Background: an optimization exercise with open tools, aiming at small area and a short achievable clock period. Do not read the settings as production practice. In this exercise RTL edits were held to simulation tests only and were not proved equivalent to the original. Power figures rest on the tool's default switching activity, not on a simulated workload.

==> flow/design.v <==
package pmu_pkg;
    typedef enum logic [1:0] {
        HTRANS_IDLE   = 2'b00,
        HTRANS_BUSY   = 2'b01,
        HTRANS_NONSEQ = 2'b10,
        HTRANS_SEQ    = 2'b11
    } htrans_t;
    typedef enum logic {
        HRESP_OKAY  = 1'b0,
        HRESP_ERROR = 1'b1
    } hresp_t;
    typedef logic [32-1:0] reg_word_t;
    typedef logic [$clog2(12)-1:0] reg_idx_t;
    typedef logic [9-1:0] event_vec_t;
    typedef reg_word_t [12-1:0] reg_bank_t;
endpackage
module pmu_cnt_slice4 (
    input  logic       T,
    input  logic       h,
    input  logic       we,
    input  logic [3:0] q,
    input  logic [3:0] w,
    output logic [3:0] d,
    output logic       gn
);
    logic [3:0] tn;
    assign tn[0] = ~T;
    pmu_nand2 u_n1 (.a(T), .b(q[0]), .y(tn[1]));
    pmu_nand3 u_n2 (.a(T), .b(q[0]), .c(q[1]), .y(tn[2]));
    pmu_nand4 u_n3 (.a(T), .b(q[0]), .c(q[1]), .d(q[2]), .y(tn[3]));
    for (genvar i = 0; i < 4; i++) begin : g_b
        pmu_cnt_bit u_b (.tn(tn[i]), .h(h), .we(we), .q(q[i]), .w(w[i]), .d(d[i]));
    end
    pmu_nand4 u_g (.a(q[0]), .b(q[1]), .c(q[2]), .d(q[3]), .y(gn));
endmodule
module pmu_cnt_bit (
    input  logic tn,
    input  logic h,
    input  logic we,
    input  logic q,
    input  logic w,
    output logic d
);
    assign d = (h & ~(q ^ tn)) | (we & w);
endmodule
module pmu_and2 (input logic a, input logic b, output logic y);
    assign y = a & b;
endmodule
module pmu_nand2 (input logic a, input logic b, output logic y);
    assign y = ~(a & b);
endmodule
module pmu_nand3 (input logic a, input logic b, input logic c, output logic y);
    assign y = ~(a & b & c);
endmodule
module pmu_nand4 (input logic a, input logic b, input logic c, input logic d, output logic y);
    assign y = ~(a & b & c & d);
endmodule
module pmu_nor2 (input logic a, input logic b, output logic y);
    assign y = ~(a | b);
endmodule
module pmu_nor3 (input logic a, input logic b, input logic c, output logic y);
    assign y = ~(a | b | c);
endmodule
module pmu_nor4 (input logic a, input logic b, input logic c, input logic d, output logic y);
    assign y = ~(a | b | c | d);
endmodule
module pmu_a22oi (input logic a1, input logic a2, input logic b1, input logic b2, output logic y);
    assign y = ~((a1 & a2) | (b1 & b2));
endmodule
module pmu_or2 (input logic a, input logic b, output logic y);
    assign y = a | b;
endmodule
module pmu_and3 (input logic a, input logic b, input logic c, output logic y);
    assign y = a & b & c;
endmodule
module pmu_cnt_carry (
    input  logic       e,
    input  logic       f,
    input  logic [7:0] gn,
    output logic [7:0] T
);
    logic [3:1] lo;
    logic [7:5] hi;
    assign T[0]  = e;
    assign lo[1] = ~gn[0];
    pmu_nor2 u_l2 (.a(gn[0]), .b(gn[1]), .y(lo[2]));
    pmu_nor3 u_l3 (.a(gn[0]), .b(gn[1]), .c(gn[2]), .y(lo[3]));
    assign hi[5] = ~gn[4];
    pmu_nor2 u_h6 (.a(gn[4]), .b(gn[5]), .y(hi[6]));
    pmu_nor3 u_h7 (.a(gn[4]), .b(gn[5]), .c(gn[6]), .y(hi[7]));
    for (genvar j = 1; j < 4; j++) begin : g_tl
        pmu_and2 u_t (.a(e), .b(lo[j]), .y(T[j]));
    end
    pmu_and2 u_t4 (.a(e), .b(f), .y(T[4]));
    for (genvar j = 5; j < 8; j++) begin : g_th
        pmu_and3 u_t (.a(e), .b(f), .c(hi[j]), .y(T[j]));
    end
endmodule
module pmu_rd6 (
    input  logic [5:0] d,
    input  logic [5:0] s,
    output logic       y
);
    logic [2:0] p;
    assign p[0] = ~((d[0] & s[0]) | (d[1] & s[1]));
    assign p[1] = ~((d[2] & s[2]) | (d[3] & s[3]));
    assign p[2] = ~((d[4] & s[4]) | (d[5] & s[5]));
    assign y = ~&p;
endmodule
module pmu_rd_bit (
    input  logic [11:0] d,
    input  logic [11:0] s,
    output logic        yn
);
    logic [1:0] n;
    pmu_rd6 u_lo (.d(d[5:0]),  .s(s[5:0]),  .y(n[0]));
    pmu_rd6 u_hi (.d(d[11:6]), .s(s[11:6]), .y(n[1]));
    pmu_nor2 u_o (.a(n[0]), .b(n[1]), .y(yn));
endmodule
module pmu_ahb (
    input  logic                       clk_i,
    input  logic                       rstn_i,
    input  logic                       hsel_i,
    input  logic                       hreadyi_i,
    input  logic [32-1:0] haddr_i,
    input  logic                       hwrite_i,
    input  logic [1:0]                 htrans_i,
    input  logic [32-1:0]   hwdata_i,
    output logic                       hreadyo_o,
    output logic                       hresp_o,
    output logic [32-1:0]   hrdata_o,
    input  logic [9-1:0]  events_i,
    output logic                       intr_overflow_o
);
    localparam int W  = 32;
    localparam int NC = 9;
    logic       addr_valid;
    logic [3:0] addr_idx;
    logic [11:0] wr;
    assign addr_valid = hsel_i && hreadyi_i && htrans_i[1];
    assign addr_idx   = haddr_i[5:2];
    always_ff @(posedge clk_i or negedge rstn_i) begin
        if (!rstn_i) begin
            wr <= '0;
        end else begin
            for (int i = 0; i < 12; i++) begin
                wr[i] <= addr_valid && hwrite_i && (addr_idx == 4'(i));
            end
        end
    end
    logic [W-1:0]  cfg_q, cfg_d;
    logic [W-1:0]  cnt_q [NC];
    logic [W-1:0]  cnt_d [NC];
    logic [W-1:0]  st_q, st_d;
    logic [W-1:0]  mask_q, mask_d;
    logic [NC-1:0] wrap;
    logic en, clr;
    assign en  = cfg_q[0];
    assign clr = cfg_q[1];
    logic wlo;
    assign wlo = &hwdata_i[15:0];
    logic [NC-1:0] lo_q, lo_d;
    for (genvar k = 0; k < NC; k++) begin : g_cnt
        logic       hold, ev, lo_inc;
        logic [7:0] grpn, T;
        assign hold    = !wr[1+k] && !clr;
        assign ev      = en && events_i[k];
        assign wrap[k] = ev && hold && lo_q[k] && !(|grpn[7:4]);
        assign lo_inc  = !cnt_q[k][0] && (&cnt_q[k][3:1]) && !(|grpn[3:1]);
        assign lo_d[k] = wr[1+k] ? wlo : (hold && (ev ? lo_inc : lo_q[k]));
        pmu_cnt_carry u_carry (
            .e  (ev),
            .f  (lo_q[k]),
            .gn (grpn),
            .T  (T)
        );
        for (genvar j = 0; j < 8; j++) begin : g_slice
            pmu_cnt_slice4 u_slice (
                .T  (T[j]),
                .h  (hold),
                .we (wr[1+k]),
                .q  (cnt_q[k][4*j +: 4]),
                .w  (hwdata_i[4*j +: 4]),
                .d  (cnt_d[k][4*j +: 4]),
                .gn (grpn[j])
            );
        end
    end
    assign cfg_d  = wr[0]  ? hwdata_i : cfg_q;
    assign st_d   = (wr[10] ? hwdata_i : st_q) | W'(wrap);
    assign mask_d = wr[11] ? hwdata_i : mask_q;
    logic [11:0]  rsel;
    logic [3:0]   sel_lo;
    logic [2:0]   sel_hi;
    logic [W-1:0] rdn_d, rdn_q;
    for (genvar i = 0; i < 4; i++) begin : g_sel_lo
        assign sel_lo[i] = (addr_idx[1:0] == 2'(i));
    end
    for (genvar i = 0; i < 3; i++) begin : g_sel_hi
        assign sel_hi[i] = (addr_idx[3:2] == 2'(i));
    end
    for (genvar i = 0; i < 12; i++) begin : g_rsel
        pmu_and2 u_sel (.a(sel_lo[i % 4]), .b(sel_hi[i / 4]), .y(rsel[i]));
    end
    for (genvar b = 0; b < W; b++) begin : g_rd
        logic [11:0] col;
        assign col[0]  = cfg_d[b];
        for (genvar k = 0; k < NC; k++) begin : g_col
            assign col[1+k] = cnt_d[k][b];
        end
        assign col[10] = st_d[b];
        assign col[11] = mask_d[b];
        pmu_rd_bit u_rd (
            .d (col),
            .s (rsel),
            .yn (rdn_d[b])
        );
    end
    logic intr_q;
    always_ff @(posedge clk_i or negedge rstn_i) begin
        if (!rstn_i) begin
            cfg_q  <= '0;
            st_q   <= '0;
            mask_q <= '0;
            rdn_q  <= '0;
            lo_q   <= '0;
            intr_q <= 1'b0;
        end else begin
            cfg_q  <= cfg_d;
            st_q   <= st_d;
            mask_q <= mask_d;
            rdn_q  <= rdn_d;
            lo_q   <= lo_d;
            intr_q <= |(st_d[NC-1:0] & mask_d[NC-1:0]);
        end
    end
    for (genvar k = 0; k < NC; k++) begin : g_cnt_ff
        always_ff @(posedge clk_i or negedge rstn_i) begin
            if (!rstn_i) cnt_q[k] <= '0;
            else         cnt_q[k] <= cnt_d[k];
        end
    end
    assign hrdata_o        = ~rdn_q;
    assign intr_overflow_o = intr_q;
    assign hreadyo_o       = 1'b1;
    assign hresp_o         = 1'b0;
endmodule
clock: 5.0 ns
lec_check: 0
cap_margin: 20
core_margin: 2
core_utilization: 60
setup_slack_margin: 3.0
slew_margin: 20
synth_hierarchical: 1
synth_minimum_keep_size: 0
tns_end_percent: 10
standard.sh (not shown) runs the stock make flow with config.mk's settings and CLKGATE_MAP_FILE= SYNTH_SCRIPT=/design/flow/synth_recipe.tcl, a recipe that flattens the netlist after the stock synthesis.
==> flow/flow/run.sh <==
#!/bin/bash
set -euo pipefail
bash standard.sh "BUFFER_PORTS_ARGS=-buffer_cell sky130_fd_sc_hd__buf_2" finish > standard.log 2>&1
Then changed:
- CTS_CLUSTER_DIAMETER: unset -> 100
- CTS_CLUSTER_SIZE: unset -> 30
After rerunning:
- The new run finished with timing, DRC and antenna clean
- power falls by 21%
- non-clock buffer count fell by 28
- register-to-register slack is worse by 0.03 ns
- via count fell by 3.1%
- setup slack loses 0.028 ns
- first-iteration DRC count goes down by 6.0%
- global-route usage fell by 0.93 points
- critical path depth goes down by 2
- clock skew climbs by 0.0043 ns
- core utilization is lower by 3.8 points

[static timing again, ports no longer ideal]
How much do the figures lean on ideal ports? The routed layouts below were timed once more, with nothing changed but the port constraints. Step 1: set_driving_cell puts a clkbuf_16 on clk_i and a buf_2 on each other input, an assumption about the parent block. Step 2 times the ports against the registers' clock, not the clock port: input delays grow and output delays shrink by t, the midpoint of the rising clock arrivals with the driver on. Slacks: no drivers / after step 1 / after step 2; pairs: no drivers / after step 1.
run | t, ns | setup WS [ns] | worst data-port slew with drivers (ns)
the first run | 0.635 | 2.814 / 2.768 / 2.228 | 0.05
the second run | 0.609 | 2.787 / 2.768 / 2.336 | 0.05
After both steps setup and hold are still met in every run listed. The setup slack of the first run, which loses most, moves by -0.046 ns with the drivers and by -0.586 ns with both steps.
